Context: an optimization exercise on an open-source flow, tuned for small area, a short achievable clock period and few clock cycles. The choices shown serve that exercise and are no tape-out recipe.
Where RTL was checked, it was by simulation tests only, not by an equivalence proof against the original.
Function not checked in runs 2 to 7: the RTL went through the layout flow alone.
Power figures rest on the tool's default switching activity, not on a simulated workload.

[flow/design.v]
`timescale 1ns / 1ps
package dfr_pkg;
    localparam int unsigned MIN_FRAME_BYTES = 1 + 4 + 1 + 2 + 4;
    localparam int unsigned HEADER_BYTES    = 8;
    localparam int unsigned MIC_BYTES       = 4;
    localparam logic [31:0] CRC_INIT     = 32'hFFFF_FFFF;
    localparam logic [31:0] CRC_POLY     = 32'hEDB8_8320;
    localparam logic [7:0]  FOPTS_MASK   = 8'h0F;
    localparam logic [7:0]  VERSION_MASK = 8'h03;
    typedef enum logic [1:0] {
        KIND_OPTION  = 2'd0,
        KIND_PAYLOAD = 2'd1,
        KIND_SUMMARY = 2'd2
    } kind_t;
    typedef enum logic [2:0] {
        ST_OK       = 3'd0,
        ST_SHORT    = 3'd1,
        ST_MISMATCH = 3'd2,
        ST_OVERRUN  = 3'd3,
        ST_TOO_LONG = 3'd4
    } status_t;
    typedef struct packed {
        kind_t       kind;
        logic [7:0]  byte_value;
        status_t     status;
        logic [2:0]  message_type;
        logic [1:0]  major_version;
        logic [31:0] device_address;
        logic [7:0]  frame_control;
        logic [15:0] frame_counter;
        logic [7:0]  payload_length;
        logic        last_of_run;
    } result_t;
    localparam int unsigned RESULT_W = 2 + 8 + 3 + 3 + 2 + 32 + 8 + 16 + 8 + 1;
    typedef struct packed {
        logic    byte_valid;
        logic    sum_valid;
        result_t byte_res;
        result_t sum_res;
    } push_t;
endpackage
`timescale 1ns / 1ps
`timescale 1ns / 1ps
`timescale 1ns / 1ps
module mac_frame_deframer_crc32 (
    input  logic        clk,
    input  logic        rst_n,
    input  logic        in_valid,
    output logic        in_ready,
    input  logic [7:0]  in_data,
    input  logic        in_eof,
    output logic        out_valid,
    input  logic        out_ready,
    output logic [1:0]  out_kind,
    output logic [7:0]  out_byte_value,
    output logic [2:0]  out_status,
    output logic [2:0]  out_message_type,
    output logic [1:0]  out_major_version,
    output logic [31:0] out_device_address,
    output logic [7:0]  out_frame_control,
    output logic [15:0] out_frame_counter,
    output logic [7:0]  out_payload_length,
    output logic        out_last_of_run
);
    localparam logic [31:0] CRC_POLY    = 32'hEDB8_8320;
    localparam logic [31:0] CRC_RESIDUE = 32'hDEBB_20E3;
    localparam logic [2:0] ST_OK = 3'd0, ST_SHORT = 3'd1, ST_MISMATCH = 3'd2,
                           ST_OVERRUN = 3'd3, ST_TOO_LONG = 3'd4;
    function automatic [31:0] crc32_byte(input [31:0] crc_in, input [7:0] data);
        integer k;
        begin
            crc32_byte = crc_in ^ {24'd0, data};
            for (k = 0; k < 8; k = k + 1)
            begin
                if (crc32_byte[0])
                    crc32_byte = (crc32_byte >> 1) ^ CRC_POLY;
                else
                    crc32_byte = crc32_byte >> 1;
            end
        end
    endfunction
    logic        rdy;                   
    logic        ov;                    
    logic        gs;                    
    logic [7:0]  g_n;                   
    logic        gp;                    
    logic [7:0]  dl0, dl1, dl2, dl3;    
    logic        fresh;                 
    logic        first;                 
    logic        hcap;                  
    logic        body;                  
    logic        rb;                    
    logic        rl;                    
    logic [7:0]  cnt;                   
    logic [31:0] crc;
    logic [7:0]  hdr0_n, hdr5_n;
    logic [31:0] hdr_addr_n;
    logic [15:0] hdr_cnt_n;
    logic [3:0]  nopt;
    logic       r_v, r_pay, r_lor;
    logic [7:0] r_byte;
    logic       k_v, k_pay, k_lor;
    logic [7:0] k_byte;
    logic       sp1, sp2, sv, q2;
    logic       s_chk;                  
    logic       s_ovr;
    logic [2:0] s_status;
    logic [7:0] s_plen;
    logic [3:0] s_vc;                   
    logic       take, push, pop_r, pop_s, eof_t, busy, load_s, load_q;
    logic       r_v_n, k_v_n, sp1_n, sv_n, q2_n, ge3_n, rdy_n, body_n;
    logic [4:0] optlim;
    logic       pay;
    assign take   = in_valid && rdy;
    assign eof_t  = take && in_eof;
    assign push   = in_valid && rb;
    assign nopt   = ~hdr5_n[3:0];
    assign optlim = 5'd12 + {1'b0, nopt};
    assign pay    = {3'd0, optlim} <= cnt;
    assign pop_r  = out_ready && r_v;
    assign pop_s  = out_ready && !r_v && sv;
    assign busy   = sp1 || sp2 || sv || q2;
    assign load_s = in_valid && in_eof && rl;
    assign load_q = q2 && !sp1 && !sp2 && !sv;
    assign r_v_n = k_v || push || (r_v && !out_ready);
    assign k_v_n = r_v && !out_ready && (k_v || push);
    assign sp1_n = load_s;
    assign sv_n  = sp2 || load_q || (sv && !pop_s);
    assign q2_n  = (q2 && !load_q) || (eof_t && busy);
    assign rdy_n  = !k_v_n && !((sp1_n || sp1 || sv_n || q2_n) && (ge3_n || q2_n));
    assign body_n = take ? (!in_eof && (cnt >= 8'd11) && (cnt <= 8'd253)) : body;
    assign ge3_n = take ? (!in_eof && (cnt >= 8'd2)) : (cnt >= 8'd3);
    always_ff @(posedge clk or negedge rst_n)
    begin
        if (!rst_n)
        begin
            rdy   <= 1'b0;
            rb    <= 1'b0;
            rl    <= 1'b0;
            ov    <= 1'b0;
            r_v   <= 1'b0;
            k_v   <= 1'b0;
            sp1   <= 1'b0;
            sp2   <= 1'b0;
            sv    <= 1'b0;
            q2    <= 1'b0;
            cnt   <= 8'd0;
            fresh <= 1'b0;
            first <= 1'b0;
            hcap  <= 1'b0;
            body  <= 1'b0;
        end
        else
        begin
            rdy   <= rdy_n;
            rb    <= rdy_n && body_n;
            rl    <= rdy_n && !(sp1_n || sp1 || sv_n || q2_n);
            ov    <= r_v_n || sv_n;
            r_v   <= r_v_n;
            k_v   <= k_v_n;
            sp1   <= sp1_n;
            sp2   <= sp1;
            sv    <= sv_n;
            q2    <= q2_n;
            fresh <= take;
            if (take)
            begin
                first <= !in_eof && (cnt == 8'd0);
                hcap  <= !in_eof && (cnt >= 8'd3) && (cnt <= 8'd10);
                body  <= body_n;
                if (in_eof)
                    cnt <= 8'd0;
                else if (cnt != 8'd255)
                    cnt <= cnt + 8'd1;
            end
            else
                hcap <= 1'b0;
        end
    end
    always_ff @(posedge clk)
    begin
        gs <= !r_v_n;
        for (int i = 0; i < 8; i++)
            g_n[i] <= !(!r_v_n && !load_q && (s_vc > 4'(i)));
        gp <= !r_v_n && !load_q && s_vc[3];
    end
    always_ff @(posedge clk)
    begin
        if (take)
        begin
            dl0 <= dl1;
            dl1 <= dl2;
            dl2 <= dl3;
            dl3 <= in_data;
        end
    end
    always_ff @(posedge clk)
    begin
        if (fresh)
        begin
            crc <= crc32_byte(crc | {32{first}}, dl3);
        end
        if (hcap)
        begin
            case (cnt[2:0])
                3'd4: hdr0_n <= ~dl0;
                3'd5: hdr_addr_n[7:0] <= ~dl0;
                3'd6: hdr_addr_n[15:8] <= ~dl0;
                3'd7: hdr_addr_n[23:16] <= ~dl0;
                3'd0: hdr_addr_n[31:24] <= ~dl0;
                3'd1: hdr5_n <= ~dl0;
                3'd2: hdr_cnt_n[7:0] <= ~dl0;
                default: hdr_cnt_n[15:8] <= ~dl0;
            endcase
        end
    end
    always_ff @(posedge clk)
    begin
        if (!r_v || out_ready)
        begin
            if (k_v)
            begin
                r_pay  <= k_pay;
                r_lor  <= k_lor;
                r_byte <= k_byte;
            end
            else if (rb)
            begin
                r_pay  <= pay;
                r_lor  <= !in_eof;
                r_byte <= dl0;
            end
            else
            begin
                r_pay  <= 1'b0;
                r_lor  <= 1'b1;
                r_byte <= 8'd0;
            end
        end
        if (!k_v)
        begin
            k_pay  <= pay;
            k_lor  <= !in_eof;
            k_byte <= dl0;
        end
    end
    logic       mm;
    logic [8:0] plen_d;                 
    assign mm     = crc != CRC_RESIDUE;
    assign plen_d = {1'b0, s_plen} - {5'd0, nopt};
    always_ff @(posedge clk)
    begin
        if (load_s || load_q)
        begin
            s_vc  <= load_q ? 4'd0 :
                     (cnt >= 8'd11) ? 4'd8 : (cnt >= 8'd4) ? 4'(cnt - 8'd3) : 4'd0;
            s_chk <= !load_q && (cnt != 8'd255) && (cnt >= 8'd11);
        end
        if (sp1)
            s_ovr <= plen_d[8];
        if (load_s || load_q || (sp2 && s_chk && (mm || s_ovr)))
        begin
            if (load_q)
                s_status <= ST_SHORT;
            else if (sp2)
                s_status <= mm ? ST_MISMATCH : ST_OVERRUN;
            else if (cnt == 8'd255)
                s_status <= ST_TOO_LONG;
            else if (cnt < 8'd11)
                s_status <= ST_SHORT;
            else
                s_status <= ST_OK;
        end
        if (load_s || load_q || sp1 || (sp2 && s_chk && (mm || s_ovr)))
        begin
            if (load_q || sp2)
                s_plen <= 8'd0;
            else if (sp1)
                s_plen <= s_chk ? plen_d[7:0] : 8'd0;
            else
                s_plen <= cnt - 8'd11;
        end
    end
    assign in_ready           = rdy;
    assign out_valid          = ov;
    assign out_kind           = {gs, r_pay};
    assign out_byte_value     = r_byte;
    assign out_last_of_run    = r_lor;
    assign out_status         = s_status & {3{gs}};
    assign out_payload_length = s_plen & {8{gp}};
    assign out_message_type   = ~(hdr0_n[7:5] | {3{g_n[0]}});
    assign out_major_version  = ~(hdr0_n[1:0] | {2{g_n[0]}});
    assign out_device_address = ~(hdr_addr_n | {{8{g_n[4]}}, {8{g_n[3]}}, {8{g_n[2]}}, {8{g_n[1]}}});
    assign out_frame_control  = ~(hdr5_n | {8{g_n[5]}});
    assign out_frame_counter  = ~(hdr_cnt_n | {{8{g_n[7]}}, {8{g_n[6]}}});
endmodule
[flow/flow/run.sh]
#!/bin/bash
# The standard layout, with the smallest buffer on each port and no dummy
# loads in the clock tree.
set -euo pipefail
export BUFFER_PORTS_ARGS="-buffer_cell sky130_fd_sc_hd__buf_1"
export CTS_ARGS="-sink_clustering_enable -repair_clock_nets -dont_use_dummy_load -sink_clustering_size 24 -sink_clustering_max_diameter 100 -buf_list {sky130_fd_sc_hd__clkbuf_4 sky130_fd_sc_hd__clkbuf_8}"
bash standard.sh > standard_flow.log 2>&1
[flow/standard.sh]
#!/bin/bash
# synth_recipe.tcl (not shown) runs the flow's synth.tcl, then flattens the netlist and writes it again
# the make line also repeats each setting of config.mk as NAME=value (left out here)
make -C /OpenROAD-flow-scripts/flow DESIGN_CONFIG=/design/flow/config.mk WORK_HOME=/design/flow/orfs CLKGATE_MAP_FILE= SYNTH_SCRIPT=/design/flow/synth_recipe.tcl "${@:-finish}"
[flow/config.mk]
export PLATFORM = sky130hd
export DESIGN_NAME = mac_frame_deframer_crc32
export DESIGN_NICKNAME = mac_frame_deframer_crc32
export VERILOG_FILES = /design/flow/design.v
export SDC_FILE = /design/flow/constraint.sdc
export NUM_CORES = 4
export LEC_CHECK = 0
export CAP_MARGIN = 20
export CORE_MARGIN = 2
export CORE_UTILIZATION = 60
export CTS_BUF_LIST = sky130_fd_sc_hd__clkbuf_4 sky130_fd_sc_hd__clkbuf_8
export CTS_CLUSTER_DIAMETER = 100
export CTS_CLUSTER_SIZE = 24
export GPL_ROUTABILITY_DRIVEN = 1
export PLACE_DENSITY = 0.75
export SETUP_SLACK_MARGIN = 2.8
export SLEW_MARGIN = 20
[flow/constraint.sdc]
create_clock -name core_clock -period 5.0 [get_ports {clk}]
set_input_delay 1.0000 -clock core_clock [delete_from_list [all_inputs] [get_ports {clk}]]
set_output_delay 1.0000 -clock core_clock [all_outputs]
set_load 0.01 [all_outputs]
==> results of run 1 <==
==> layer usage <==
layer / wire, µm / vias to the layer above
met3: 943 / 40
li1: - / 2548
met1: 6950 / 2601
met4: 446 / 0
met5: 0 / -
met2: 9020 / 196
==> path summary, 6_finish.rpt <==
path,from,end,depth (start not counted)
min in group asynchronous,rst_n,first,2
setup reg to reg,crc[12],s_plen[1],6
hold reg to reg,dl2[3],dl1[3],0
max in group asynchronous,rst_n,hcap,2
setup / recovery,g_n[2],out_device_address[12],2
hold / removal,dl2[3],dl1[3],0
==> state kept, by name, indices dropped and copies added (netlist names), 4 cells and up <==
signal,flops
hdr_cnt_n,16
dl2,8
crc,32
hdr5_n,8
k_byte,8
dl3,8
s_plen,8
hdr_addr_n,32
cnt,8
dl0,8
g_n,8
r_byte,8
s_vc,4
dl1,8
hdr0_n,5
==> cell usage after synthesis, types with 8 or more instances <==
cell,count
edfxtp_1,162
nor2_1,121
xnor2_1,72
inv_1,30
xor2_1,28
dfrtp_1,22
clkbuf_1,21
nand2_1,21
and2_1,19
a21oi_1,17
o21ai_0,17
ha_1,15
dfxtp_1,10
nor3_1,10
and3_1,9
a22o_1,8
==> worst max-delay path, stage by stage (launching register included) <==
cell,delay (ps)
dfxtp_2,380
nor2_1,180
clkbuf_2,160
==> power groups by stage <==
stage	combinational (µW)	sequential [µW]	clock, µW
after floorplan	2500	2640	0
after global placement	2850	2830	0
after detailed placement	2940	2850	0
after CTS	3060	2770	768
after global routing	3560	2820	835
final	3220	2780	756
==> kinds of logic (layout without fill, tap and decap cells) <==
group / count (synthesis) / after routing / synth area share
AOI/OAI and AO/OA: 71 / 71 / 0.0544
xor gates and xnor gates: 108 / 108 / 0.120
DFF: 194 / 194 / 0.646
and+or+nand+nor: 223 / 223 / 0.123
adders and majority gates: 16 / 16 / 0.0239
buffers and inverters: 66 / 176 / 0.0330
==> cell type report <==
cell class,instances,share of cell area
sequential,194,0.580
tap,180,0.0232
inverter,32,0.0141
multi-input combinational,418,0.293
clock buffer,17,0.0241
timing repair buffer,127,0.0650
==> per-stage QoR <==
stage,cells,utilization
6_report,968,0.694
2_1_floorplan,678,-
3_3_place_gp,924,0.655
4_1_cts,953,0.680
3_5_place_dp,924,0.655
5_1_grt,968,0.694
==> repair_timing <==
action / 4_1_cts / 5_1_grt
pin swaps: 0 / 10
gates resized for setup: 14 / 36
buffers inserted: 12 / 15
endpoints found under the setup margin: 47 / 51
hold buffers: 0 / 0
cloned: 0 / 0
endpoints found under the hold margin: 0 / 0
==> flow_summary_export.csv, run 1 <==
group,metric,value,unit
power,comb_power_share,0.477,
routing,via_per_inst,5.56,
yosys,synth_top_cell_by_area,"edfxtp_1",
sta,rsz0062_at_grt,"yes",
yosys,synth_edf_count,162,
setup_path,rrSetupSlack,2870,ps
grt,grt_busiest_layer,"met2",
grt,use_met3,0.0481,
worst_hold_path,min_path_type,"flip-flop to flip-flop",
placed_design,dpl.hpwl,12500,µm
die,dieArea,0.0155,mm²
sta,relSlewSlack,0.587,
sta,fin_crit,2170,ps
sta,whs,415,ps
final_layout,layout.nets,819,
sta,max_freq,460,MHz
grt,grt_use_met1,0.287,
final_layout,seqCellArea,0.00563,mm²
power,power_switching,2450,µW
sta,tns,0,ps
routing,drt_first_pass_iters,4,
grt,grt_pass1_wl,27600,µm
clock_tree,cts.path.max_buffers,2,
clock_tree,cts_made_buffers,17,
clock_tree,htreeDepth,4,
grt,grt_overflow_total,0,
grt,met2_usage,0.385,
yosys,syn_area,0.00869,mm²
yosys,syn_inst,678,
setup_path,crit_path_end_kind,"primary output",
clock_tree,tritoncts,"done",
setup_path,critical_path_class,"flip-flop to primary output",
yosys,seq_area_frac_synth,0.646,
power,power,6760,µW
die,coreArea,0.0140,mm²
clock_tree,path_clk_slew,90,ps
flow_run,maxCapViolCount,0,
power,p_sw_frac,0.362,
final_layout,fin_area,0.00970,mm²
sta,final-setup-viol-count,0,
clock_tree,clock-sinks,194,
setup_path,startpoint_type,"flip-flop",
placed_design,port_buffers,97,
routing,wl_per_cell,17.9,µm
yosys,synth_seq_cells,194,
final_layout,multiInputGateArea,0.00285,mm²
die,io_pins,98,
power,power_frac_clock,0.112,
final_layout,nFillCells,978,
power,powerDensity,696,mW/mm²
routing,routed_wl,17400,µm
clock_tree,clk_latency,470,ps
final_layout,drive_gt1_frac,0.141,
placed_design,gp_congestion,0.863,
placed_design,place_ws,2470,ps
routing,ant_nets,0,
setup_path,crit_required,4000,ps
routing,drtIter0Drc,344,
grt,antenna_found_initial,0,
yosys,synth_warnings,1,
die,initial_utilization,0.621,
yosys,synthArstFlopShare,0.113,
final_layout,n_antenna_cell,0,
power,p_seq_frac,0.411,
final_layout,area_growth,11.7,%
sta,skew,30.5,ps
yosys,dominantRegCellSynth,"edfxtp_1",
outcome,status,"no timing/DRC/antenna violations",
sta,finalHoldViolations,0,
sta,worst_pin_slew,620,ps
routing,drc,0,
power,leakagePower,0.00364,µW
sta,fin_ws,2830,ps
power,ir_worst_vdd,0.941,mV
yosys,syn_nets,707,
power,internal_power,4310,µW
placed_design,post_dp_cell_area,0.00916,mm²
final_layout,final_cell_mix,"edfxtp_1, nor2_1, buf_1",
yosys,syn_area_per_cell,12.8,µm²
yosys,yosysUniqueCellTypes,60,
routing,num_vias,5385,
grt,grt_pass1_vias,5282,
yosys,ys_top_cells_by_area,"edfxtp_1, xnor2_1, dfrtp_1",
die,num_rows,43,
grt,grt_max_degree,43,
final_layout,final_common_cell,"edfxtp_1",
yosys,synth_top_area_frac,0.560,
grt,gr-usage-all-layers,0.229,
sta,drv_slew,0,
die,die_h,124,µm
setup_path,worstPathArrival,1170,ps
die,fp.dieW,124,µm
sta,fin_crit_sh,0.435,
clock_tree,cts_root_buf,"clkbuf_8",
setup_path,cp_max_fo,8,
Testbench counts, summed over its fixed seeds: cycles 71,984.
==> run 2: changes to the inputs <==
--- a/flow/design.v
+++ b/flow/design.v
@@ -108,3 +108,3 @@
     logic [7:0] s_plen;
-    logic [3:0] s_vc;                   
+    logic [7:0] hv;                     
     logic       take, push, pop_r, pop_s, eof_t, busy, load_s, load_q;
@@ -183,4 +183,4 @@
         for (int i = 0; i < 8; i++)
-            g_n[i] <= !(!r_v_n && !load_q && (s_vc > 4'(i)));
-        gp <= !r_v_n && !load_q && s_vc[3];
+            g_n[i] <= !(!r_v_n && !load_q && hv[i]);
+        gp <= !r_v_n && !load_q && (s_status != ST_SHORT);
     end
@@ -250,2 +250,5 @@
     assign plen_d = {1'b0, s_plen} - {5'd0, nopt};
+    always_comb
+        for (int i = 0; i < 8; i++)
+            hv[i] = (s_status != ST_SHORT) || (s_plen[2:0] > 3'(i));
     always_ff @(posedge clk)
@@ -254,4 +257,2 @@
         begin
-            s_vc  <= load_q ? 4'd0 :
-                     (cnt >= 8'd11) ? 4'd8 : (cnt >= 8'd4) ? 4'(cnt - 8'd3) : 4'd0;
             s_chk <= !load_q && (cnt != 8'd255) && (cnt >= 8'd11);
@@ -278,3 +279,5 @@
             else if (sp1)
-                s_plen <= s_chk ? plen_d[7:0] : 8'd0;
+                s_plen <= s_chk ? plen_d[7:0] : (s_status == ST_SHORT) ? s_plen : 8'd0;
+            else if (cnt < 8'd11)
+                s_plen <= (cnt >= 8'd4) ? cnt - 8'd3 : 8'd0;
             else
==> flow/flow/run.sh (replaced) <==
#!/bin/bash
# The standard layout, with the smallest buffer on each port and no dummy
# loads in the clock tree.
set -euo pipefail
export BUFFER_PORTS_ARGS="-buffer_cell sky130_fd_sc_hd__buf_1"
export CTS_ARGS="-sink_clustering_enable -repair_clock_nets -dont_use_dummy_load -buf_list {sky130_fd_sc_hd__clkbuf_4 sky130_fd_sc_hd__clkbuf_8}"
bash standard.sh > standard_flow.log 2>&1
--- a/flow/config.mk
+++ b/flow/config.mk
@@ -11,4 +11,2 @@
 export CTS_BUF_LIST = sky130_fd_sc_hd__clkbuf_4 sky130_fd_sc_hd__clkbuf_8
-export CTS_CLUSTER_DIAMETER = 100
-export CTS_CLUSTER_SIZE = 24
 export GPL_ROUTABILITY_DRIVEN = 1
==> run 2 against run 1 <==
Net effect: highest routed layer unchanged; synthesized cell count fell by 3.5%; largest cell class unchanged; still clean; utilization about the same; combinational power is 8.7% lower; final cell count shrank 1.3%.
==> flow_summary_export.csv, run 2 <==
group,metric,value,unit
outcome,status,"no timing/DRC/antenna violations",
yosys,synth_most_common_cell,"edfxtp_1",
routing,ant_nets,0,
power,power,6370,µW
setup_path,cp_max_fo,8,
clock_tree,cts.path.max_buffers,2,
grt,grt_pass1_wl,25600,µm
setup_path,critical_path_class,"flip-flop to flip-flop",
clock_tree,clock-sinks,190,
power,ir_worst_vdd,0.943,mV
final_layout,final_cell_mix,"edfxtp_1, nor2_1, buf_1",
clock_tree,clk_latency,470,ps
routing,num_vias,5225,
yosys,dominantRegCellSynth,"edfxtp_1",
final_layout,final_common_cell,"edfxtp_1",
final_layout,layout.nets,806,
yosys,synth_seq_cells,190,
sta,max_freq,450,MHz
clock_tree,path_clk_slew,100,ps
final_layout,n_antenna_cell,0,
final_layout,area_growth,13.3,%
worst_hold_path,min_path_cells,0,
setup_path,worstPathArrival,2410,ps
die,initial_utilization,0.612,
placed_design,gp_congestion,0.866,
yosys,syn_inst,654,
routing,wl_per_cell,17.6,µm
power,leakagePower,0.00360,µW
final_layout,drive_gt1_frac,0.172,
setup_path,rr_worst_depth,6,
final_layout,final_core_util,0.694,
die,die_h,123,µm
sta,fin_crit_sh,0.444,
sta,final-setup-viol-count,0,
sta,rsz0062_at_grt,"yes",
yosys,synth_warnings,1,
worst_hold_path,min_path_type,"flip-flop to flip-flop",
setup_path,crit_required,5190,ps
clock_tree,tritoncts,"done",
grt,grt_max_degree,36,
routing,drtIter0Drc,418,
die,num_rows,43,
sta,skew,37.6,ps
grt,antenna_found_initial,0,
grt,gr-usage-all-layers,0.231,
power,internal_power,4100,µW
setup_path,startpoint_type,"flip-flop",
yosys,ys_top_cells_by_area,"edfxtp_1, xnor2_1, dfrtp_1",
sta,relSlewSlack,0.522,
die,fp.dieW,123,µm
die,dieArea,0.0151,mm²
yosys,synthArstFlopShare,0.116,
power,power_frac_clock,0.116,
power,power_switching,2270,µW
setup_path,critPathSlowestCell,"edfxtp_1",
grt,grt_pass1_vias,4878,
flow_run,maxCapViolCount,0,
yosys,syn_area,0.00846,mm²
power,powerDensity,664,mW/mm²
setup_path,path_delay_family,"simple AND/OR/NAND/NOR gates",
yosys,syn_area_per_cell,12.9,µm²
die,coreArea,0.0138,mm²
setup_path,critical_path_buf_inv_count,0,
power,p_seq_frac,0.423,
yosys,seq_area_frac_synth,0.649,
sta,drv_slew,0,
sta,finalHoldViolations,0,
routing,drc,0,
sta,worst_pin_slew,714,ps
setup_path,cp.depth,6,
routing,via_per_inst,5.47,
die,io_pins,98,
clock_tree,cts_made_buffers,17,
power,comb_power_share,0.461,
placed_design,placed_cells,906,
placed_design,dpl.hpwl,11800,µm
placed_design,port_buffers,97,
final_layout,reg_top3,"crc: 32 flops, hdr_addr_n: 32 flops, hdr_cnt_n: 16 flops",
yosys,synth_common_cells,"edfxtp_1, nor2_1, xnor2_1, inv_1, nand2_1",
yosys,synth_top_cell_by_area,"edfxtp_1",
clock_tree,htreeDepth,4,
setup_path,max_stage_delay,440,ps
sta,tns,0,ps
final_layout,nFillCells,981,
setup_path,crit_chain,"nand4bb_1, nor4_2, nand4_1, o211ai_1, nand3_2, o21a_4",
yosys,synth_top_area_frac,0.561,
routing,drt_first_pass_iters,5,
clock_tree,cts_hold_buf,0,
final_layout,final_cells,955,
sta,fin_crit,2220,ps
yosys,synth_edf_count,158,
placed_design,post_dp_cell_area,0.00893,mm²
grt,grt_overflow_total,0,
final_layout,fin_area,0.00959,mm²
yosys,yosysUniqueCellTypes,56,
setup_path,crit_path_end_kind,"flip-flop",
clock_tree,cts_root_buf,"clkbuf_8",
power,p_sw_frac,0.356,
routing,routed_wl,16800,µm
yosys,syn_nets,683,
-- run 2: cell types whose count changed after synthesis, sizes merged, moves of 4 or more --
cell / previous run / this run
a21oi: 17 / 12
edfxtp: 162 / 158
o21a: 3 / 8
o22ai: 4 / 0
clkbuf: 21 / 16
o21ai: 17 / 11
nor3: 10 / 18
xor2: 30 / 19
-- run 2: worst reg2reg max path, cell delays in order (launching register included) --
cell       delay, ps
edfxtp_1         440
nand4bb_1        220
nor4_2           300
nand4_1          250
o211ai_1         300
nand3_2          170
o21a_4           270
-- run 2: cell type report --
class,instances,area (µm²),share of cell area
multi-input cells,404,2840,0.296
inverters,31,120,0.0125
clock buffers,17,234,0.0244
well taps,180,225,0.0235
repair buffers,132,659,0.0687
repair inverters,1,5.00,0.000522
flip-flops and latches,190,5510,0.574
-- run 2: final timing paths --
path	end	from	slack, ps
max in group asynchronous	cnt[0]	rst_n	4240
min reg2reg	dl1[7]	dl2[7]	430
max	s_plen[6]	crc[8]	2780
min in group asynchronous	fresh	rst_n	520
max reg2reg	s_plen[6]	crc[8]	2780
min	dl1[7]	dl2[7]	430
-- run 2: cell families (layout without fill, tap and decap cells) --
| kind of cell | Yosys count | after routing | synth area share |
|---|---|---|---|
| DFF | 190 | 190 | 0.649 |
| adders and majority gates | 16 | 16 | 0.0245 |
| muxes | 2 | 2 | 0.00237 |
| buffers and inverters | 60 | 181 | 0.0325 |
| xor gates and xnor gates | 96 | 96 | 0.112 |
| and+or+nand+nor | 230 | 230 | 0.129 |
| AOI/OAI and AO/OA | 60 | 60 | 0.0506 |
-- run 2: power by group through the flow --
stage | clock network (µW) | logic, µW | registers (µW)
after CTS | 751 | 2710 | 2680
final | 737 | 2940 | 2690
after global placement | 0 | 2560 | 2700
after detailed placement | 0 | 2620 | 2720
after global routing | 814 | 3230 | 2740
after floorplan | 0 | 2210 | 2560
-- run 2: per-layer routing --
layer | track usage | routed length, µm | vias to the layer above
met5 | 0 | 0 | -
met4 | 0.108 | 318 | 0
met3 | 0.0460 | 930 | 28
met2 | 0.381 | 8710 | 218
met1 | 0.295 | 6870 | 2492
li1 | - | - | 2487
-- run 2: metrics by stage --
stage	setup slack, ps	hold slack (ps)
CTS	2730	423
global placement	2350	401
floorplan	2740	400
global route	2660	440
detailed placement	2260	405
finish	2780	426
-- run 2: what timing repair did --
| action | 4_1_cts | 5_1_grt |
|---|---|---|
| buffers inserted | 11 | 20 |
| gates cloned | 0 | 1 |
| setup endpoints to repair | 64 | 75 |
| gates resized for setup | 23 | 49 |
| pin swaps | 4 | 14 |
==> run 3: changes to the inputs <==
--- a/flow/config.mk
+++ b/flow/config.mk
@@ -13,3 +13,3 @@
 export PLACE_DENSITY = 0.75
-export SETUP_SLACK_MARGIN = 2.8
+export SETUP_SLACK_MARGIN = 2.75
 export SLEW_MARGIN = 20
==> run 3 against run 2 <==
Net effect: utilization is 0.96 points lower; clock skew is 0.95 ps higher; critical path depth is 3 lower; routed wire length is 0.97% lower; flip-flop and latch count stayed put; first-iteration DRC count is 3.1% lower; sequential power hardly changed; die area stayed put; fmax is 2.6% lower; total power is 2.2% lower; largest power group unchanged; highest routed layer unchanged.
==> flow_summary_export.csv, run 3 <==
group,metric,value,unit
outcome,status,"no timing/DRC/antenna violations",
setup_path,r2r_end,"s_plen[7]",
grt,grt_pass1_wl,25500,µm
yosys,synth_edf_count,158,
setup_path,cp_max_fo,4,
yosys,synth_warnings,1,
setup_path,worstPathArrival,1280,ps
setup_path,rr_startpoint,"crc[8]",
clock_tree,cts_made_buffers,17,
grt,antenna_found_initial,0,
yosys,synth_most_common_cell,"edfxtp_1",
sta,worst_pin_slew,714,ps
die,dieArea,0.0151,mm²
yosys,ys_top_cells_by_area,"edfxtp_1, xnor2_1, dfrtp_1",
final_layout,n_antenna_cell,0,
sta,max_freq,438,MHz
final_layout,final_core_util,0.684,
grt,grt_max_degree,36,
flow_run,maxCapViolCount,0,
clock_tree,clock-sinks,190,
power,powerDensity,658,mW/mm²
setup_path,cp-startpoint,"s_plen[0]",
clock_tree,htreeDepth,4,
clock_tree,path_clk_slew,70,ps
power,ir_worst_vdd,0.958,mV
setup_path,crit_required,4000,ps
yosys,dominantRegCellSynth,"edfxtp_1",
clock_tree,tritoncts,"done",
setup_path,startpoint_type,"flip-flop",
routing,wl_per_cell,17.6,µm
grt,gr-usage-all-layers,0.230,
sta,rsz0062_at_grt,"yes",
sta,fin_crit_sh,0.456,
clock_tree,clk_latency,470,ps
die,coreArea,0.0138,mm²
routing,drc,0,
yosys,syn_area,0.00846,mm²
routing,ant_nets,0,
sta,tns,0,ps
yosys,synth_common_cells,"edfxtp_1, nor2_1, xnor2_1, inv_1, nand2_1",
yosys,synth_top_area_frac,0.561,
final_layout,reg_top3,"crc: 32 flops, hdr_addr_n: 32 flops, hdr_cnt_n: 16 flops",
sta,drv_slew,0,
grt,grt_overflow_total,0,
setup_path,crit_path_end_kind,"primary output",
yosys,yosysUniqueCellTypes,56,
grt,grt_pass1_vias,4861,
placed_design,gp_congestion,0.866,
final_layout,area_growth,11.8,%
sta,finalHoldViolations,0,
placed_design,port_buffers,97,
worst_hold_path,min_path_cells,0,
sta,skew,38.5,ps
placed_design,dpl.hpwl,11800,µm
yosys,seq_area_frac_synth,0.649,
worst_hold_path,min_path_type,"flip-flop to flip-flop",
yosys,syn_area_per_cell,12.9,µm²
routing,drtIter0Drc,405,
die,fp.dieW,123,µm
clock_tree,cts_root_buf,"clkbuf_8",
yosys,synth_top_cell_by_area,"edfxtp_1",
die,num_rows,43,
yosys,syn_inst,654,
final_layout,final_common_cell,"edfxtp_1",
routing,num_vias,5149,
setup_path,rrSetupSlack,2800,ps
die,die_h,123,µm
final_layout,drive_gt1_frac,0.120,
sta,final-setup-viol-count,0,
setup_path,rr_worst_depth,6,
clock_tree,cts.path.max_buffers,2,
power,leakagePower,0.00350,µW
sta,relSlewSlack,0.521,
die,initial_utilization,0.612,
routing,routed_wl,16700,µm
yosys,synthArstFlopShare,0.116,
sta,fin_crit,2280,ps
routing,drt_first_pass_iters,4,
yosys,syn_nets,683,
final_layout,final_cell_mix,"edfxtp_1, nor2_1, buf_1",
worst_hold_path,holdCritStartpoint,"dl2[7]",
setup_path,critical_path_class,"flip-flop to primary output",
final_layout,layout.nets,800,
clock_tree,cts_hold_buf,0,
routing,via_per_inst,5.43,
worst_hold_path,holdPathEnd,"dl1[7]",
yosys,synth_seq_cells,190,
die,io_pins,98,
## run 3: layout make-up
class | count | area [µm²]
clock buffers | 17 | 234
well taps | 180 | 225
fillers | 1006 | 4370
flip-flops and latches | 190 | 5500
inverters | 31 | 120
repair inverters | 1 | 5.00
repair buffers | 126 | 602
multi-input cells | 404 | 2770
## run 3: logic make-up (layout without fill, tap and decap cells)
logic type / after synthesis / after routing / synth area share
AOI/OAI and AO/OA: 60 / 60 / 0.0506
xor gates and xnor gates: 96 / 96 / 0.112
adders and majority gates: 16 / 16 / 0.0245
buffers and inverters: 60 / 175 / 0.0325
DFF: 190 / 190 / 0.649
muxes: 2 / 2 / 0.00237
and+or+nand+nor: 230 / 230 / 0.129
## run 3: worst max-delay path by stage
stage / endpoint / cells past startpoint
floorplan: rb / 5
global placement: rb / 6
detailed placement: rb / 6
CTS: rb / 6
global route: out_payload_length[0] / 3
finish: out_payload_length[0] / 3
## run 3: routing by layer
layer,vias up,share of wire,track usage
met5,-,0,0
met3,28,0.051,0.0460
met2,182,0.51,0.380
met1,2465,0.42,0.293
met4,0,0.020,0.106
li1,2474,-,-
## run 3: worst max-delay path, stage by stage (launching register included)
cell and delay, ps:
edfxtp_1 450, buf_6 150, and2_4 130, buf_6 110
## run 3: what timing repair did
| action | in CTS | in global routing |
|---|---|---|
| endpoints found under the hold margin | 0 | 0 |
| gates resized for setup | 6 | 29 |
| gates cloned | 0 | 1 |
| pin swaps | 2 | 10 |
| setup endpoints to repair | 18 | 55 |
| setup buffers | 8 | 17 |
## run 3: report_power, final
part | switching (µW) | internal [µW] | total, µW
combinational | 1480 | 1330 | 2810
sequential | 315 | 2370 | 2680
clock | 436 | 301 | 737
total | 2230 | 4000 | 6230
## run 3: metrics by stage
stage                     hold WS, ps  total power, µW  area (µm²)  std cells  worst slack [ps]
final                             426             6230        9460        949              2720
after global routing              440             6640        9460        949              2670
after CTS                         423             6120        9250        931              2730
after detailed placement          405             5340        8930        906              2260
after global placement            401             5260        8930        906              2350
after floorplan                   400             4770        8470        654              2740
==> run 4: changes to the inputs <==
--- a/flow/design.v
+++ b/flow/design.v
@@ -261,3 +261,3 @@
             s_ovr <= plen_d[8];
-        if (load_s || load_q || (sp2 && s_chk && (mm || s_ovr)))
+        if (load_s || load_q || (sp2 && s_chk))
         begin
@@ -266,3 +266,3 @@
             else if (sp2)
-                s_status <= mm ? ST_MISMATCH : ST_OVERRUN;
+                s_status <= mm ? ST_MISMATCH : s_ovr ? ST_OVERRUN : ST_OK;
             else if (cnt == 8'd255)
@@ -274,6 +274,8 @@
         end
-        if (load_s || load_q || sp1 || (sp2 && s_chk && (mm || s_ovr)))
+        if (load_s || load_q || sp1 || (sp2 && s_chk))
         begin
-            if (load_q || sp2)
+            if (load_q)
                 s_plen <= 8'd0;
+            else if (sp2)
+                s_plen <= s_plen & {8{!(mm || s_ovr)}};
             else if (sp1)
--- a/flow/config.mk
+++ b/flow/config.mk
@@ -13,3 +13,3 @@
 export PLACE_DENSITY = 0.75
-export SETUP_SLACK_MARGIN = 2.75
+export SETUP_SLACK_MARGIN = 2.85
 export SLEW_MARGIN = 20
==> run 4 against run 3 <==
Net effect: still clean; die area is 0.11% higher; total power is 6.1% higher; routed wire length is 10% higher; utilization is 4.2 points higher; worst setup slack better by 23 ps; sequential power is 1% higher; area after synthesis is 0.12% higher; critical endpoint is now s_plen[7]; largest cell class unchanged; highest routed layer unchanged.
==> flow_summary_export.csv, run 4 <==
group,metric,value,unit
outcome,status,"no timing/DRC/antenna violations",
sta,relSlewSlack,0.535,
final_layout,n_antenna_cell,0,
sta,max_freq,443,MHz
final_layout,final_core_util,0.726,
sta,finalHoldViolations,0,
yosys,syn_area_per_cell,12.5,µm²
yosys,synth_common_cells,"edfxtp_1, nor2_1, xnor2_1, nand2_1, inv_1",
setup_path,crit_path_end_kind,"flip-flop",
placed_design,gp_congestion,0.900,
final_layout,final_cell_mix,"edfxtp_1, nor2_1, xnor2_1",
sta,fin_crit_sh,0.451,
routing,drtIter0Drc,469,
yosys,dominantRegCellSynth,"edfxtp_1",
setup_path,rrSetupSlack,2740,ps
sta,whs,425,ps
worst_hold_path,min_path_type,"flip-flop to flip-flop",
die,initial_utilization,0.613,
clock_tree,cts.path.max_buffers,2,
yosys,syn_inst,676,
placed_design,placed_cells,926,
routing,ant_nets,0,
sta,drv_slew,0,
final_layout,nFillCells,934,
clock_tree,cts_made_buffers,17,
clock_tree,path_clk_slew,100,ps
routing,drc,0,
yosys,synthAdderAreaFrac,0.0245,
yosys,syn_area,0.00847,mm²
setup_path,critPathSlowestCell,"edfxtp_1",
power,powerDensity,658,mW/mm²
clock_tree,htreeDepth,4,
placed_design,dpl.hpwl,12400,µm
clock_tree,clock-sinks,190,
sta,fin_crit,2260,ps
final_layout,final_cells,991,
die,dieArea,0.0151,mm²
routing,wl_per_cell,18.5,µm
power,leakagePower,0.00388,µW
yosys,synth_mux_area_frac,0.00236,
grt,grt_overflow_total,0,
die,coreArea,0.0138,mm²
yosys,synth_top_area_frac,0.560,
flow_run,maxCapViolCount,0,
die,fp.dieW,123,µm
clock_tree,clk_latency,480,ps
sta,final-setup-viol-count,0,
routing,routed_wl,18400,µm
sta,rsz0062_at_grt,"yes",
yosys,yosysUniqueCellTypes,57,
routing,drt_first_pass_iters,7,
placed_design,port_buffers,97,
setup_path,startpoint_type,"flip-flop",
final_layout,reg_top3,"crc: 32 flops, hdr_addr_n: 32 flops, hdr_cnt_n: 16 flops",
sta,worst_pin_slew,696,ps
final_layout,drive_gt1_frac,0.274,
setup_path,critical_path_buf_inv_count,1,
yosys,synth-compound-area-share,0.0536,
final_layout,layout.nets,842,
routing,via_per_inst,5.55,
yosys,synth_edf_count,158,
setup_path,worstPathArrival,2550,ps
setup_path,max_stage_delay,460,ps
final_layout,final_common_cell,"edfxtp_1",
die,die_h,123,µm
yosys,synth_xor_area_frac,0.108,
die,num_rows,43,
sta,skew,36.3,ps
grt,grt_pass1_wl,27200,µm
setup_path,crit_required,5290,ps
sta,tns,0,ps
routing,num_vias,5501,
grt,grt_max_degree,35,
clock_tree,tritoncts,"done",
clock_tree,cts_root_buf,"clkbuf_8",
yosys,syn_nets,705,
grt,gr-usage-all-layers,0.247,
power,ir_worst_vdd,0.742,mV
yosys,ys_top_cells_by_area,"edfxtp_1, xnor2_1, dfrtp_1",
grt,grt_pass1_vias,5281,
yosys,synth-simple-area-share,0.132,
die,io_pins,98,
yosys,synth_most_common_cell,"edfxtp_1",
yosys,synth_top_family_by_area,"simple AND/OR/NAND/NOR gates",
final_layout,area_growth,18.5,%
yosys,synth_warnings,1,
setup_path,cp_max_fo,3,
grt,antenna_found_initial,0,
setup_path,critical_path_class,"flip-flop to flip-flop",
yosys,seq_area_frac_synth,0.648,
yosys,synthArstFlopShare,0.116,
yosys,synth_seq_cells,190,
setup_path,path_delay_family,"compound AO/OA/AOI/OAI gates",
setup_path,crit_chain,"buf_4, ha_4, nor2b_2, o21a_1, o21ai_2, nand3_1, o32a_1, o21ai_1",
yosys,synth_top_cell_by_area,"edfxtp_1",
run 4: changes by cell type after synthesis, sizes merged, moves of 3 or more:
cell,before,now
nor4bb,0,3
o22a,3,0
and3,8,11
o32ai,0,3
xor2,19,27
o21ai,11,23
a22o,8,5
nor3,18,11
xnor2,77,74
nand4,2,5
nor2,122,115
nand2,24,35
nand3,6,9
run 4: final cells by class:
class | instances | area [µm²] | share of cell area
clock buffers | 17 | 234 | 0.0233
inverters | 32 | 124 | 0.0123
multi-input cells | 424 | 3060 | 0.304
flip-flops and latches | 190 | 5530 | 0.551
well taps | 180 | 225 | 0.0224
repair buffers | 147 | 867 | 0.0863
repair inverters | 1 | 5.00 | 0.000498
run 4: metal layers:
layer | vias up | routed length (µm) | track usage
met2 | 231 | 9650 | 0.422
met1 | 2633 | 7250 | 0.308
met3 | 41 | 1010 | 0.0451
met5 | - | 0 | 0
li1 | 2596 | - | -
met4 | 0 | 454 | 0.107
run 4: cells by family (layout without fill, tap and decap cells):
group,count (synthesis),in the layout
fa+ha+maj,16,16
buf+inv,62,197
xor+xnor,101,101
mux,2,2
compound gates,69,69
simple gates,236,236
flops,190,190
run 4: where the power goes:
part	switching (µW)	leakage, µW	internal (µW)
Combinational	1610	0.00188	1520
Sequential	345	0.00188	2380
Clock	452	0.000122	301
Total	2410	0.00388	4200
run 4: stage by stage:
step           power (µW)  cell area (µm²)  setup WS [ps]
3_3_place_gp         5180             8960           2370
3_5_place_dp         5270             8960           2250
6_report             6610            10000           2740
5_1_grt              7010            10000           2720
4_1_cts              6240             9530           2810
2_1_floorplan        4660             8490           2900
run 4: worst paths after layout:
kind | from | end | cells after the start
setup reg to reg | hdr5_n[1] | s_plen[7] | 8
hold reg to reg | dl2[7] | dl1[7] | 0
hold / removal | dl2[7] | dl1[7] | 0
max in group asynchronous | rst_n | cnt[5] | 2
setup / recovery | hdr5_n[1] | s_plen[7] | 8
min in group asynchronous | rst_n | cnt[0] | 2
run 4: worst register-to-register path, cell delays in order (launching register included):
cell      delay (ps)
edfxtp_1         460
buf_4            190
ha_4             230
nor2b_2          150
o21a_1           200
o21ai_2          210
nand3_1          110
o32a_1           400
o21ai_1          150
run 4: repair_timing:
action	4_1_cts	5_1_grt
buffers inserted	28	19
pin swaps	5	54
setup endpoints to repair	108	106
cloned	0	1
hold buffers	0	0
resized for setup	54	150
==> run 5: changes to the inputs <==
--- a/flow/config.mk
+++ b/flow/config.mk
@@ -13,3 +13,3 @@
 export PLACE_DENSITY = 0.75
-export SETUP_SLACK_MARGIN = 2.85
+export SETUP_SLACK_MARGIN = 2.8
 export SLEW_MARGIN = 20
==> run 5 against run 4 <==
Net effect: still clean on timing, DRC and antenna; register-to-register slack gained 90 ps; utilization decreased by 3.5 points; total power is 6.2% lower; sequential share of layout area increased by 2.6 points; global-route usage decreased by 1.3 points; largest power group unchanged; highest routed layer unchanged.
==> flow_summary_export.csv, run 5 <==
group,metric,value,unit
outcome,status,"no timing/DRC/antenna violations",
setup_path,crit_required,5330,ps
sta,relSlewSlack,0.561,
setup_path,critical_path_buf_inv_count,1,
clock_tree,cts_hold_buf,0,
clock_tree,tritoncts,"done",
sta,final-setup-viol-count,0,
routing,drt_first_pass_iters,5,
sta,rsz0062_at_grt,"yes",
routing,drc,0,
yosys,dominantRegCellSynth,"edfxtp_1",
final_layout,drive_gt1_frac,0.131,
sta,worst_pin_slew,653,ps
worst_hold_path,min_path_type,"flip-flop to flip-flop",
yosys,synth_top_area_frac,0.560,
yosys,synth-simple-area-share,0.132,
routing,routed_wl,17100,µm
clock_tree,htreeDepth,4,
setup_path,crit_path_end_kind,"flip-flop",
yosys,synthAdderAreaFrac,0.0245,
final_layout,final_cell_mix,"edfxtp_1, nor2_1, buf_1",
yosys,syn_inst,676,
setup_path,startpoint_type,"primary input",
yosys,synth_edf_count,158,
grt,grt_overflow_total,0,
clock_tree,cts_root_buf,"clkbuf_8",
clock_tree,cts_made_buffers,17,
grt,gr-usage-all-layers,0.234,
yosys,synth_common_cells,"edfxtp_1, nor2_1, xnor2_1, nand2_1, inv_1",
final_layout,final_core_util,0.692,
die,io_pins,98,
die,initial_utilization,0.613,
yosys,synth_warnings,1,
grt,grt_pass1_vias,5041,
yosys,synth_top_family_by_area,"simple AND/OR/NAND/NOR gates",
final_layout,final_common_cell,"edfxtp_1",
sta,finalHoldViolations,0,
setup_path,crit_chain,"buf_1, nand2_1, a41oi_1, o2111ai_1, nor3_1, xnor2_1, nor2_1",
power,powerDensity,648,mW/mm²
clock_tree,path_clk_slew,80,ps
die,num_rows,43,
placed_design,dpl.hpwl,11900,µm
placed_design,port_buffers,97,
yosys,seq_area_frac_synth,0.648,
clock_tree,cts.path.max_buffers,2,
sta,whs,412,ps
routing,wl_per_cell,17.5,µm
flow_run,maxCapViolCount,0,
final_layout,area_growth,12.8,%
grt,grt_max_degree,35,
die,dieArea,0.0151,mm²
final_layout,reg_top3,"crc: 32 flops, hdr_addr_n: 32 flops, hdr_cnt_n: 16 flops",
die,coreArea,0.0138,mm²
setup_path,cp_max_fo,8,
yosys,synth_most_common_cell,"edfxtp_1",
final_layout,n_antenna_cell,0,
placed_design,gp_congestion,0.898,
yosys,syn_nets,705,
power,ir_worst_vdd,0.734,mV
yosys,synth_top_cell_by_area,"edfxtp_1",
sta,skew,33.2,ps
yosys,syn_area,0.00847,mm²
sta,fin_crit_sh,0.439,
routing,via_per_inst,5.52,
setup_path,max_stage_delay,410,ps
sta,tns,0,ps
setup_path,path_delay_family,"compound AO/OA/AOI/OAI gates",
yosys,synth_xor_area_frac,0.108,
yosys,synth-compound-area-share,0.0536,
setup_path,critPathSlowestCell,"a41oi_1",
yosys,synthArstFlopShare,0.116,
die,fp.dieW,123,µm
sta,max_freq,455,MHz
grt,antenna_found_initial,0,
clock_tree,clk_latency,470,ps
yosys,synth_mux_area_frac,0.00236,
grt,grt_pass1_wl,26100,µm
routing,ant_nets,0,
sta,drv_slew,0,
final_layout,layout.nets,824,
routing,drtIter0Drc,380,
routing,num_vias,5370,
yosys,syn_area_per_cell,12.5,µm²
yosys,synth_seq_cells,190,
final_layout,nFillCells,1009,
setup_path,worstPathArrival,2520,ps
sta,fin_crit,2200,ps
die,die_h,123,µm
setup_path,critical_path_class,"primary input to flip-flop",
yosys,ys_top_cells_by_area,"edfxtp_1, xnor2_1, dfrtp_1",
yosys,yosysUniqueCellTypes,57,
clock_tree,clock-sinks,190,
power,leakagePower,0.00359,µW
[run 5: cell counts after synthesis]
Identical to the previous run, type by type.
[run 5: layout make-up]
class,count,area (µm²),area share
Timing Repair Buffer,130,629,0.0658
Tap cell,180,225,0.0236
Inverter,32,124,0.0130
Clock buffer,17,234,0.0245
Multi-Input combinational cell,424,2830,0.296
Sequential cell,190,5520,0.577
[run 5: kinds of logic after synthesis]
logic type,count (synthesis)
AOI/OAI and AO/OA,69
xor gates and xnor gates,101
adders and majority gates,16
buffers and inverters,62
DFF,190
muxes,2
and+or+nand+nor,236
[run 5: power breakdown]
group / leakage [µW] / switching [µW] / internal [µW] / total (µW)
Clock: 0.000122 / 443 / 301 / 744
Combinational: 0.00159 / 1470 / 1300 / 2760
Sequential: 0.00188 / 320 / 2370 / 2690
[run 5: metrics by stage]
| step | total power [µW] | std cells | cell area [µm²] | setup slack, ps |
|---|---|---|---|---|
| 6_report | 6200 | 973 | 9560 | 2800 |
| 4_1_cts | 6050 | 953 | 9320 | 2800 |
| 2_1_floorplan | 4650 | 676 | 8480 | 2820 |
| 5_1_grt | 6590 | 973 | 9560 | 2620 |
| 3_5_place_dp | 5240 | 927 | 8950 | 2270 |
| 3_3_place_gp | 5180 | 927 | 8950 | 2380 |
[run 5: worst reg2reg max path: cells and delay by family, from the launching register on]
kind / cells / cell delay (ps)
simple gates: 3 / 1180
flops: 1 / 470
compound gates: 3 / 390
[run 5: repair_timing]
item / 4_1_cts / 5_1_grt
pin swaps: 0 / 5
setup buffers: 9 / 20
cloned: 0 / 0
gates resized for setup: 20 / 32
hold endpoints to repair: 0 / 0
endpoints found under the setup margin: 76 / 77
[run 5: path summary, 6_finish.rpt]
check | startpoint | end | slack (ps) | cells after the start
setup / recovery | in_valid | cnt[5] | 2800 | 7
hold / removal | dl2[0] | dl1[0] | 410 | 0
setup reg to reg | cnt[5] | s_plen[3] | 2830 | 6
hold reg to reg | dl2[0] | dl1[0] | 410 | 0
max in group asynchronous | rst_n | first | 4210 | 2
min in group asynchronous | rst_n | sv | 530 | 2
[run 5: metal layers]
metal | GRT usage | wire (µm) | vias up | part of all wire
li1 | - | - | 2564 | -
met1 | 0.311 | 7180 | 2597 | 0.42
met2 | 0.389 | 8730 | 180 | 0.51
met3 | 0.0390 | 799 | 29 | 0.047
met4 | 0.0862 | 358 | 0 | 0.021
met5 | 0 | 0 | - | 0
==> run 6: changes to the inputs <==
--- a/flow/design.v
+++ b/flow/design.v
@@ -85,2 +85,3 @@
     logic [7:0]  g_n;                   
+    logic [7:0]  gh;                    
     logic        gp;                    
@@ -108,3 +109,3 @@
     logic [7:0] s_plen;
-    logic [7:0] hv;                     
+    logic [3:0] s_vc;                   
     logic       take, push, pop_r, pop_s, eof_t, busy, load_s, load_q;
@@ -183,4 +184,7 @@
         for (int i = 0; i < 8; i++)
-            g_n[i] <= !(!r_v_n && !load_q && hv[i]);
-        gp <= !r_v_n && !load_q && (s_status != ST_SHORT);
+        begin
+            g_n[i] <= !(!r_v_n && !load_q && (s_vc > 4'(i)));
+            gh[i]  <= !r_v_n && !load_q && (s_vc > 4'(i));
+        end
+        gp <= !r_v_n && !load_q && s_vc[3];
     end
@@ -250,5 +254,2 @@
     assign plen_d = {1'b0, s_plen} - {5'd0, nopt};
-    always_comb
-        for (int i = 0; i < 8; i++)
-            hv[i] = (s_status != ST_SHORT) || (s_plen[2:0] > 3'(i));
     always_ff @(posedge clk)
@@ -257,2 +258,4 @@
         begin
+            s_vc  <= load_q ? 4'd0 :
+                     (cnt >= 8'd11) ? 4'd8 : (cnt >= 8'd4) ? 4'(cnt - 8'd3) : 4'd0;
             s_chk <= !load_q && (cnt != 8'd255) && (cnt >= 8'd11);
@@ -261,3 +264,3 @@
             s_ovr <= plen_d[8];
-        if (load_s || load_q || (sp2 && s_chk))
+        if (load_s || load_q || (sp2 && s_chk && (mm || s_ovr)))
         begin
@@ -266,3 +269,3 @@
             else if (sp2)
-                s_status <= mm ? ST_MISMATCH : s_ovr ? ST_OVERRUN : ST_OK;
+                s_status <= mm ? ST_MISMATCH : ST_OVERRUN;
             else if (cnt == 8'd255)
@@ -274,12 +277,8 @@
         end
-        if (load_s || load_q || sp1 || (sp2 && s_chk))
+        if (load_s || load_q || sp1 || (sp2 && s_chk && (mm || s_ovr)))
         begin
-            if (load_q)
+            if (load_q || sp2)
                 s_plen <= 8'd0;
-            else if (sp2)
-                s_plen <= s_plen & {8{!(mm || s_ovr)}};
             else if (sp1)
-                s_plen <= s_chk ? plen_d[7:0] : (s_status == ST_SHORT) ? s_plen : 8'd0;
-            else if (cnt < 8'd11)
-                s_plen <= (cnt >= 8'd4) ? cnt - 8'd3 : 8'd0;
+                s_plen <= s_chk ? plen_d[7:0] : 8'd0;
             else
@@ -295,7 +294,16 @@
     assign out_payload_length = s_plen & {8{gp}};
-    assign out_message_type   = ~(hdr0_n[7:5] | {3{g_n[0]}});
-    assign out_major_version  = ~(hdr0_n[1:0] | {2{g_n[0]}});
-    assign out_device_address = ~(hdr_addr_n | {{8{g_n[4]}}, {8{g_n[3]}}, {8{g_n[2]}}, {8{g_n[1]}}});
-    assign out_frame_control  = ~(hdr5_n | {8{g_n[5]}});
-    assign out_frame_counter  = ~(hdr_cnt_n | {{8{g_n[7]}}, {8{g_n[6]}}});
+    logic [7:0] hm0, hm1, hm2, hm3, hm4, hm5, hm6, hm7;
+    assign hm0 = ~(hdr0_n | {4'd0, {4{g_n[0]}}}) & {{4{gh[0]}}, 4'hF};
+    assign hm1 = ~(hdr_addr_n[7:0]   | {4'd0, {4{g_n[1]}}}) & {{4{gh[1]}}, 4'hF};
+    assign hm2 = ~(hdr_addr_n[15:8]  | {4'd0, {4{g_n[2]}}}) & {{4{gh[2]}}, 4'hF};
+    assign hm3 = ~(hdr_addr_n[23:16] | {4'd0, {4{g_n[3]}}}) & {{4{gh[3]}}, 4'hF};
+    assign hm4 = ~(hdr_addr_n[31:24] | {4'd0, {4{g_n[4]}}}) & {{4{gh[4]}}, 4'hF};
+    assign hm5 = ~(hdr5_n            | {4'd0, {4{g_n[5]}}}) & {{4{gh[5]}}, 4'hF};
+    assign hm6 = ~(hdr_cnt_n[7:0]    | {4'd0, {4{g_n[6]}}}) & {{4{gh[6]}}, 4'hF};
+    assign hm7 = ~(hdr_cnt_n[15:8]   | {4'd0, {4{g_n[7]}}}) & {{4{gh[7]}}, 4'hF};
+    assign out_message_type   = hm0[7:5];
+    assign out_major_version  = hm0[1:0];
+    assign out_device_address = {hm4, hm3, hm2, hm1};
+    assign out_frame_control  = hm5;
+    assign out_frame_counter  = {hm7, hm6};
 endmodule
--- a/flow/config.mk
+++ b/flow/config.mk
@@ -13,3 +13,3 @@
 export PLACE_DENSITY = 0.75
-export SETUP_SLACK_MARGIN = 2.8
+export SETUP_SLACK_MARGIN = 2.75
 export SLEW_MARGIN = 20
==> run 6 against run 5 <==
Net effect: final area rose by 6.5%; worst hold slack got worse by 3.6 ps; still clean on timing, DRC and antenna; flip-flop and latch count rose by 12; global-route usage fell by 0.93 points; sequential share of layout area fell by 0.76 points.
==> flow_summary_export.csv, run 6 <==
group,metric,value,unit
routing,ant_nets,0,
yosys,synth_top_family_by_area,"simple AND/OR/NAND/NOR gates",
setup_path,crit_path_end_kind,"primary output",
yosys,synth-compound-area-share,0.0505,
clock_tree,tritoncts,"done",
sta,whs,408,ps
die,die_h,126,µm
sta,skew,75.5,ps
yosys,synth_warnings,1,
final_layout,seqCellArea,0.00580,mm²
clock_tree,clock-sinks,202,
routing,via_per_inst,5.49,
worst_hold_path,min_path_type,"primary input to asynchronous set/reset pin",
routing,num_vias,5456,
final_layout,final_common_cell,"edfxtp_1",
setup_path,startpoint_type,"flip-flop",
setup_path,critical_path_class,"flip-flop to primary output",
yosys,dominantRegCellSynth,"edfxtp_1",
yosys,synth_seq_cells,202,
sta,max_freq,444,MHz
final_layout,nFillCells,1026,
die,dieArea,0.0159,mm²
sta,drv_slew,0,
grt,antenna_found_initial,0,
sta,rsz0062_at_grt,"yes",
yosys,synthAdderAreaFrac,0.0233,
grt,grt_pass1_vias,5444,
sta,fin_crit,2250,ps
routing,drt_first_pass_iters,4,
sta,fin_crit_sh,0.450,
yosys,seq_area_frac_synth,0.648,
flow_run,maxCapViolCount,0,
clock_tree,cts_root_buf,"clkbuf_8",
die,initial_utilization,0.613,
final_layout,drive_gt1_frac,0.195,
outcome,status,"no timing/DRC/antenna violations",
setup_path,worstPathArrival,1250,ps
sta,worst_pin_slew,666,ps
final_layout,reg_top3,"crc: 32 flops, hdr_addr_n: 32 flops, hdr_cnt_n: 16 flops",
die,fp.dieW,126,µm
grt,gr-usage-all-layers,0.224,
yosys,synth_edf_count,162,
routing,drtIter0Drc,338,
grt,grt_pass1_wl,28100,µm
setup_path,crit_required,4000,ps
power,powerDensity,684,mW/mm²
placed_design,port_buffers,97,
clock_tree,htreeDepth,1,
yosys,synth_most_common_cell,"edfxtp_1",
die,coreArea,0.0145,mm²
final_layout,final_core_util,0.700,
routing,drc,0,
clock_tree,path_clk_slew,60,ps
routing,wl_per_cell,18.0,µm
yosys,synth_common_cells,"edfxtp_1, nor2_1, xnor2_1, inv_1, nor2b_1",
yosys,syn_area_per_cell,13.0,µm²
final_layout,n_antenna_cell,0,
sta,finalHoldViolations,0,
yosys,synth_top_area_frac,0.546,
final_layout,multiInputGateArea,0.00293,mm²
grt,grt_max_degree,41,
placed_design,gp_congestion,0.859,
clock_tree,clk_latency,570,ps
setup_path,cp_max_fo,1,
yosys,synthArstFlopShare,0.109,
placed_design,post_dp_cell_area,0.00941,mm²
yosys,synth_xor_area_frac,0.116,
yosys,syn_inst,688,
placed_design,dpl.hpwl,12800,µm
routing,routed_wl,17900,µm
final_layout,final_cell_mix,"edfxtp_1, nor2_1, xnor2_1",
power,leakagePower,0.00396,µW
yosys,syn_nets,717,
clock_tree,cts.path.max_buffers,3,
sta,tns,0,ps
yosys,syn_area,0.00892,mm²
clock_tree,cts_made_buffers,30,
yosys,ys_top_cells_by_area,"edfxtp_1, xnor2_1, dfrtp_1",
sta,final-setup-viol-count,0,
final_layout,fin_area,0.0102,mm²
yosys,yosysUniqueCellTypes,60,
power,ir_worst_vdd,0.610,mV
yosys,synth_mux_area_frac,0,
die,num_rows,44,
yosys,synth_top_cell_by_area,"edfxtp_1",
final_layout,area_growth,14.2,%
yosys,synth-simple-area-share,0.129,
sta,relSlewSlack,0.555,
grt,grt_overflow_total,0,
die,io_pins,98,
final_layout,layout.nets,841,
## run 6: metrics by stage
stage	cells	total power, µW	setup WS [ps]
2_1_floorplan	688	5060	2810
3_3_place_gp	947	5600	2560
3_5_place_dp	947	5690	2430
4_1_cts	986	6840	2740
5_1_grt	994	7400	2650
6_report	994	6970	2750
## run 6: cell families after synthesis
family | after synthesis
XOR/XNOR | 110
adder cells (fa/ha/maj) | 16
flip-flops | 202
buffers and inverters | 67
AO/OA/AOI/OAI | 68
AND/OR/NAND/NOR | 225
## run 6: final cells by class
type	count	share of cell area
inverter	42	0.0160
multi-input combinational	419	0.288
tap	184	0.0226
timing repair buffer	117	0.0635
clock buffer	30	0.0406
sequential	202	0.569
## run 6: worst paths after layout
kind | startpoint | to | slack (ps) | cells after the start
max in group asynchronous | rst_n | cnt[0] | 4280 | 2
hold reg to reg | dl1[1] | dl0[1] | 410 | 0
hold / removal | rst_n | fresh | 410 | 2
setup reg to reg | crc[9] | s_plen[6] | 2760 | 6
min in group core_clock | dl1[1] | dl0[1] | 410 | 0
setup / recovery | hdr_addr_n[6] | out_device_address[6] | 2750 | 2
## run 6: worst max-delay path: stages, from the launching register on
cell and delay (ps):
edfxtp_1 380, nor2b_1 150, buf_2 150
## run 6: repair_timing
item / in CTS / in global routing
hold buffers: 0 / 0
endpoints found under the setup margin: 59 / 81
resized for setup: 45 / 76
pin swaps: 2 / 10
cloned: 0 / 0
setup buffers: 9 / 8
## run 6: power breakdown
group	internal [µW]	switching (µW)	total, µW
clock network	526	531	1060
logic	1520	1540	3060
registers	2520	337	2850
total	4560	2410	6970
## run 6: layer usage
layer  global-route usage  part of all wire  vias to the layer above
met5                    0                 0                        -
met4               0.0840             0.030                        0
met3               0.0357             0.053                       41
met2                0.385              0.51                      156
met1                0.291              0.41                     2658
li1                     -                 -                     2601
==> run 7: changes to the inputs <==
--- a/flow/config.mk
+++ b/flow/config.mk
@@ -13,3 +13,3 @@
 export PLACE_DENSITY = 0.75
-export SETUP_SLACK_MARGIN = 2.75
+export SETUP_SLACK_MARGIN = 2.9
 export SLEW_MARGIN = 20
==> run 7 against run 6 <==
Net effect: largest cell class unchanged; worst setup slack better by 6.4 ps; critical path type unchanged; area after synthesis did not move; total power rose by 3.2%; count of clock-buffer cells in the layout grew 1; sequential share of layout area decreased by 2.1 points; via count rose by 2.5%; global-route usage about the same; highest routed layer unchanged; synthesized cell count unchanged.
==> flow_summary_export.csv, run 7 <==
group,metric,value,unit
outcome,status,"no timing/DRC/antenna violations",
yosys,synth_most_common_cell,"edfxtp_1",
routing,drc,0,
power,internal_power,4720,µW
setup_path,rr_worst_depth,6,
yosys,ys_top_cells_by_area,"edfxtp_1, xnor2_1, dfrtp_1",
setup_path,r2r_end,"s_plen[1]",
power,power_frac_clock,0.148,
die,initial_utilization,0.613,
yosys,synthArstFlopShare,0.109,
yosys,synth_top_cell_by_area,"edfxtp_1",
die,coreArea,0.0145,mm²
final_layout,fin_area,0.0106,mm²
yosys,syn_area_per_cell,13.0,µm²
final_layout,layout.nets,858,
power,powerDensity,678,mW/mm²
routing,num_vias,5591,
setup_path,critPathSlowestCell,"edfxtp_1",
routing,drt_first_pass_iters,5,
power,p_sw_frac,0.344,
sta,whs,415,ps
yosys,seq_area_frac_synth,0.648,
clock_tree,htreeDepth,1,
sta,max_freq,446,MHz
setup_path,critPathCapture,"out_device_address[30]",
setup_path,crit_path_end_kind,"primary output",
yosys,syn_area,0.00892,mm²
yosys,synth_top_area_frac,0.546,
yosys,synth_common_cells,"edfxtp_1, nor2_1, xnor2_1, inv_1, nor2b_1",
die,fp.dieW,126,µm
routing,routed-wl-met3,854,µm
yosys,yosysUniqueCellTypes,60,
final_layout,n_antenna_cell,0,
setup_path,critical_path_class,"flip-flop to primary output",
die,die_h,126,µm
clock_tree,clk_latency,550,ps
yosys,synth_warnings,1,
clock_tree,clock-sinks,202,
worst_hold_path,min_path_type,"flip-flop to flip-flop",
setup_path,worstPathArrival,1240,ps
clock_tree,cts_hold_buf,0,
final_layout,final_common_cell,"edfxtp_1",
setup_path,crit_chain,"nor2b_1, buf_2",
setup_path,cp-startpoint,"hdr_addr_n[30]",
final_layout,final_cell_mix,"edfxtp_1, xnor2_1, nor2_1",
final_layout,nFillCells,971,
final_layout,drive_gt1_frac,0.281,
power,leakagePower,0.00419,µW
die,io_pins,98,
grt,gr-usage-all-layers,0.225,
clock_tree,path_clk_slew,60,ps
power,ir_worst_vdd,0.701,mV
grt,grt_overflow_total,0,
flow_run,maxCapViolCount,0,
die,dieArea,0.0159,mm²
routing,drtIter0Drc,351,
grt,antenna_found_initial,0,
placed_design,gp_congestion,0.857,
routing,routed_wl,18200,µm
setup_path,rrSetupSlack,2840,ps
yosys,dominantRegCellSynth,"edfxtp_1",
yosys,synth_seq_cells,202,
sta,fin_crit_sh,0.449,
power,comb_power_share,0.453,
grt,grt_max_degree,41,
clock_tree,cts.path.max_buffers,3,
sta,worst_pin_slew,683,ps
power,power_switching,2470,µW
die,num_rows,44,
routing,wl_met1,7380,µm
routing,dr_wl_met2,9490,µm
yosys,syn_inst,688,
sta,relSlewSlack,0.544,
final_layout,reg_top3,"crc: 32 flops, hdr_addr_n: 32 flops, hdr_cnt_n: 16 flops",
sta,tns,0,ps
grt,grt_pass1_vias,5488,
final_layout,area_growth,18.9,%
clock_tree,cts_root_buf,"clkbuf_8",
sta,rsz0062_at_grt,"yes",
setup_path,crit_required,4000,ps
final_layout,final_core_util,0.730,
routing,via_per_inst,5.53,
placed_design,dpl.hpwl,12800,µm
sta,finalHoldViolations,0,
sta,final-setup-viol-count,0,
setup_path,startpoint_type,"flip-flop",
sta,skew,41.4,ps
setup_path,cp_max_fo,1,
sta,drv_slew,0,
setup_path,max_stage_delay,390,ps
clock_tree,tritoncts,"done",
placed_design,post_dp_cell_area,0.00942,mm²
yosys,synth_edf_count,162,
yosys,syn_nets,717,
placed_design,port_buffers,97,
power,p_seq_frac,0.399,
routing,wl_per_cell,18.0,µm
setup_path,rr_startpoint,"crc[9]",
routing,ant_nets,0,
sta,fin_crit,2240,ps
routing,top_layer,"met4",
grt,grt_pass1_wl,28200,µm
clock_tree,cts_made_buffers,31,
run 7: power groups by stage:
| stage | registers [µW] | clock network, µW | logic [µW] |
|---|---|---|---|
| after floorplan | 2720 | 0 | 2350 |
| after global placement | 2900 | 0 | 2700 |
| after detailed placement | 2910 | 0 | 2800 |
| after CTS | 2850 | 1100 | 3100 |
| after global routing | 2910 | 1160 | 3540 |
| final | 2870 | 1070 | 3260 |
run 7: worst min path at each step:
| stage | start | to | slack, ps | cells after the start |
|---|---|---|---|---|
| finish | dl1[1] | dl0[1] | 420 | 0 |
| global route | dl2[3] | dl1[3] | 430 | 0 |
| CTS | dl2[1] | dl1[1] | 420 | 0 |
| detailed placement | dl2[1] | dl1[1] | 400 | 0 |
| global placement | dl2[1] | dl1[1] | 400 | 0 |
| floorplan | dl1[0] | dl0[0] | 400 | 0 |
run 7: per-layer routing:
metal	up-vias	track usage
li1	2636	-
met1	2728	0.287
met2	184	0.394
met3	43	0.0357
met4	0	0.0782
met5	-	0
run 7: timing repair:
action / CTS / global route
gates resized for setup: 115 / 77
endpoints found under the setup margin: 115 / 121
buffers inserted: 20 / 13
gates cloned: 0 / 0
pin swaps: 19 / 20
run 7: per-stage QoR:
step	instances	total power, µW	setup WS, ps
detailed placement	947	5710	2460
floorplan	688	5070	2880
CTS	998	7040	2720
global placement	947	5600	2570
finish	1011	7190	2760
global route	1011	7610	2710
run 7: logic make-up after synthesis:
| family | synth area share |
|---|---|
| AO/OA/AOI/OAI | 0.0505 |
| XOR/XNOR | 0.116 |
| adder cells (fa/ha/maj) | 0.0233 |
| buffers and inverters | 0.0326 |
| flip-flops | 0.648 |
| AND/OR/NAND/NOR | 0.129 |
run 7: final cells by class:
cell class,instances,area [µm²],area share
Clock buffer,31,427,0.0402
Inverter,42,173,0.0163
Multi-Input combinational cell,419,3110,0.293
Sequential cell,202,5820,0.548
Tap cell,184,230,0.0217
Timing Repair Buffer,133,847,0.0799
run 7: critical path: cells and delay by family (launching register included):
| family | cells | cell delay (ps) |
|---|---|---|
| buffers and inverters | 1 | 150 |
| and+or+nand+nor | 1 | 160 |
| DFF | 1 | 390 |

## re-timing with driven ports
Ports are ideal in the flow. The routed layouts listed here were re-timed in OpenROAD.
Step 1: set_driving_cell puts a clkbuf_16 on clk and a buf_2 on each other input, an assumption about the parent block.
Step 2, shift: input delay + t, output delay - t, t = (earliest + latest rising clock arrival at the registers) / 2. This alone moves slack from input paths to output paths.
Three values: ideal ports, drivers, drivers and shift; two values: the first two.
run	shift t [ns]	setup slack, ns	worst setup path after step 2
run 1	0.488	2.826 / 2.791 / 2.471	input to register
run 2	0.482	2.779 / 2.779 / 2.428	input to register
run 3	0.484	2.719 / 2.687 / 2.371	input to register
run 4	0.491	2.743 / 2.743 / 2.480	input to register
run 5	0.486	2.805 / 2.806 / 2.331	input to register
run 6	0.569	2.750 / 2.711 / 2.384	input to register
run 7	0.566	2.757 / 2.719 / 2.514	input to register
After both steps every run listed still meets setup and hold. For run 5, which loses most, drivers alone change the setup slack by +0.001 ns; drivers and shift together by -0.474 ns.
